Context: an optimization exercise on an open-source flow, tuned for small area, a short achievable clock period and few clock cycles per item. The choices shown serve that exercise and are no tape-out recipe. The RTL was checked by simulation tests, not by an equivalence proof against the original design. No activity file was given, so power comes from the tool's default toggle rates.

P:
Design abp_sender_with_queue_unit, start of the top module:
module abp_sender_with_queue_unit #(
  parameter int unsigned QUEUE_DEPTH = abp_pkg::QUEUE_DEPTH_DEF
) (
  input  wire         clk_i,
  input  wire         rst_ni,
  input  wire         cfg_we_i,
  input  wire  [15:0] cfg_wdata_i,
  input  wire         in_valid_i,
  output logic        in_ready_o,
  input  wire  [1:0]  in_cmd_i,
  input  wire         in_seq_i,
  input  wire         in_ack_i,
  input  wire  [31:0] in_checksum_i,
  input  wire  [63:0] in_payload_lo_i,
  input  wire  [63:0] in_payload_mid_i,
  input  wire  [31:0] in_payload_hi_i,
  output logic        out_valid_o,
  input  wire         out_ready_i,
  output logic        out_sent_o,
  output logic        out_seq_o,
  output logic        out_ack_o,
  output logic [31:0] out_checksum_o,
  output logic [63:0] out_lo_o,
  output logic [63:0] out_mid_o,
  output logic [31:0] out_hi_o,
  output logic        out_dropped_o,
  output logic [4:0]  out_queue_level_o
);
  localparam int unsigned PSUM_W = abp_pkg::PSUM_W;
  localparam int unsigned PAY_W  = abp_pkg::PAYLOAD_W;
  localparam int unsigned NR     = abp_pkg::NROWS;
  logic [15:0] timeout_q;
  always_ff @(posedge clk_i or negedge rst_ni) begin
    if (!rst_ni) begin
      timeout_q <= abp_pkg::TIMEOUT_RESET;
    end else if (cfg_we_i) begin
      timeout_q <= cfg_wdata_i;
    end
  end
  logic [1:0]                 a_cmd_q;
  logic                       a_ack_q;
  logic [NR-1:0][PSUM_W-1:0]  a_rows_q;
  logic [PSUM_W-1:0]          a_nk_q;
  logic                       a_upok_q;
  logic                       a_push_q;
  logic                       a_vld_q;
  logic                       out_vld_q;
  logic                       fire;
  logic                       accept;
  logic                       push_in;
  logic [PAY_W-1:0]           in_pay;
  logic [NR-1:0][PSUM_W-1:0]  in_rows;
  logic [PSUM_W-1:0]          in_nk;
  logic                       in_upok;
  assign fire       = a_vld_q && (!out_vld_q || out_ready_i);
  assign in_ready_o = out_ready_i;
  assign accept     = in_valid_i && out_ready_i;
  assign in_pay  = {in_payload_hi_i, in_payload_mid_i, in_payload_lo_i};
  assign in_nk   = in_checksum_i[PSUM_W-1:0] + 13'd1 - {12'd0, in_seq_i} - {12'd0, in_ack_i};
  assign in_upok = (&in_checksum_i[31:12]) || !(|in_checksum_i[31:12]);
  abp_csa_rows u_rows (
    .p   (in_pay),
  ...
Size: ~6,200 cells after synthesis, ~3,100 flip-flops, roughly 420 I/O pins.
Settings: LEC_CHECK=0, CAP_MARGIN=20, CORE_MARGIN=2, CORE_UTILIZATION=40, CTS_CLUSTER_DIAMETER=100, CTS_CLUSTER_SIZE=24, SLEW_MARGIN=20; clock period 11.0 ns.
standard.sh (not shown) runs the stock make flow with config.mk's settings and CLKGATE_MAP_FILE= SYNTH_SCRIPT=/design/flow/synth_recipe.tcl, a recipe that flattens the netlist after the stock synthesis.
==> flow/flow/run.sh <==
#!/bin/bash
set -euo pipefail
export SETUP_SLACK_MARGIN=6.5
export BUFFER_PORTS_ARGS="-buffer_cell sky130_fd_sc_hd__buf_1"
bash standard.sh > standard.log 2>&1
Testbench counts of P, summed over its fixed seeds: cycles 24,016, items 24,000.
Relative to P, the following input files were edited for Q:
-- flow/flow/run.sh --
<<< P, line 3
export SETUP_SLACK_MARGIN=6.5
>>> Q, line 3
export SETUP_SLACK_MARGIN=6.3
### Flow results
Looking at the reports, Q completed the entire flow and the layout it produced met the timing, design-rule and antenna checks.
For the met2 track demand over resource, Q came in 0.46 points lower than P did.
Changes observed in Q relative to P: number of gates resized after CTS went down, wire length went down, accumulated negative setup slack did not really move, shortest period the worst path allows went up.
Edits applied to the flow inputs when going from Q to R:
- CTS_CLUSTER_SIZE: 24 -> 27
- TNS_END_PERCENT: unset -> 20
-- flow/flow/run.sh --
<<< Q, line 3
export SETUP_SLACK_MARGIN=6.3
>>> R, line 3
export SETUP_SLACK_MARGIN=6.4
- R vs. Q: cell count shows no meaningful change; total track usage shows no meaningful change; non-clock buffer count shows a reduction of 2.
- ~same combinational power in Q and R
> inputs changed (R -> S)
- CTS_CLUSTER_SIZE: 27 -> 24
-- flow/flow/run.sh --
<<< R, line 3
export SETUP_SLACK_MARGIN=6.4
>>> S, line 3
export SETUP_SLACK_MARGIN=6.3
## What came out
Summary of the comparison: number of buffers inserted by post-CTS setup repair is higher in S, relative to R. Combinational logic power (higher): R. Re part of the total power dissipated in the clock network: R was lower than S. Higher CTS clock-pin slew for the worst setup and hold paths was reported by R, not S. ~same combined area of the multi-input logic cells in S and R. | final design instance area without fill | R vs S | ≈ equal |. Higher non-clock buffer count goes to R over S. The clock network power in S sits about 3.2% above the value recorded for R. Looking at S and R, the static leakage is a wash. Looking at S and R, the overall global routing resource usage is a wash.

========
abp_sender_with_queue_unit, a different RTL version from the one above (not shown whole).
Size: ~6200 cells after synthesis, about 3100 flip-flops, about 420 I/O pins.
clock: 11.0 ns
lec_check: 0
cap_margin: 20
core_margin: 2
core_utilization: 40
cts_cluster_diameter: 100
cts_cluster_size: 30
slew_margin: 20
==> flow/flow/run.sh <==
#!/bin/bash
set -euo pipefail
export SETUP_SLACK_MARGIN=5.8
bash standard.sh > standard.log 2>&1
Testbench counts at the start, summed over its fixed seeds: cycles 24,016, items 24,000.
Change:
==> flow/flow/run.sh (replaced) <==
#!/bin/bash
set -euo pipefail
export SETUP_SLACK_MARGIN=6.3
bash standard.sh > standard.log 2>&1
=> Wire length rose by 3.7%. Non-clock buffer count increases by 139. Die area does not change. Area after synthesis does not change. Global-route usage rises by 0.54 points. Worst setup slack gets better by 0.15 ns. Total power came out higher by 4.3%. Fmax grows by 2.9%. Register-to-register slack improves by 0.34 ns. Via count came out higher by 1.9%.

port drivers added, routing unchanged:
Ports are ideal in the flow. The routed layouts listed here were re-timed in OpenROAD.
Step 1: set_driving_cell puts a clkbuf_16 on clk_i and a buf_2 on each other input, an assumption about the parent block.
Step 2 also shifts input and output timing later by t, the mid clock arrival at the registers, as if the neighbouring blocks saw the same clock.
Three values: ideal ports, drivers, drivers and shift; two values: the first two.
run	shift t [ns]	slack for setup (ns)	latest minus earliest clock arrival (ns)
P	0.973	6.395 / 6.346 / 5.512	0.076 / 0.076
Q	0.958	6.313 / 6.288 / 5.420	0.075 / 0.075
R	0.951	6.249 / 6.286 / 5.363	0.075 / 0.075
S	0.967	6.240 / 6.215 / 5.374	0.079 / 0.080
the first run of note 2	0.970	5.907 / 5.841 / 4.997	0.132 / 0.132
the second run of note 2	0.989	6.053 / 5.955 / 5.392	0.135 / 0.135
After both steps every run listed still meets setup and hold. The setup slack of the first run of note 2, which loses most, moves by -0.066 ns with the drivers and by -0.910 ns with both steps.
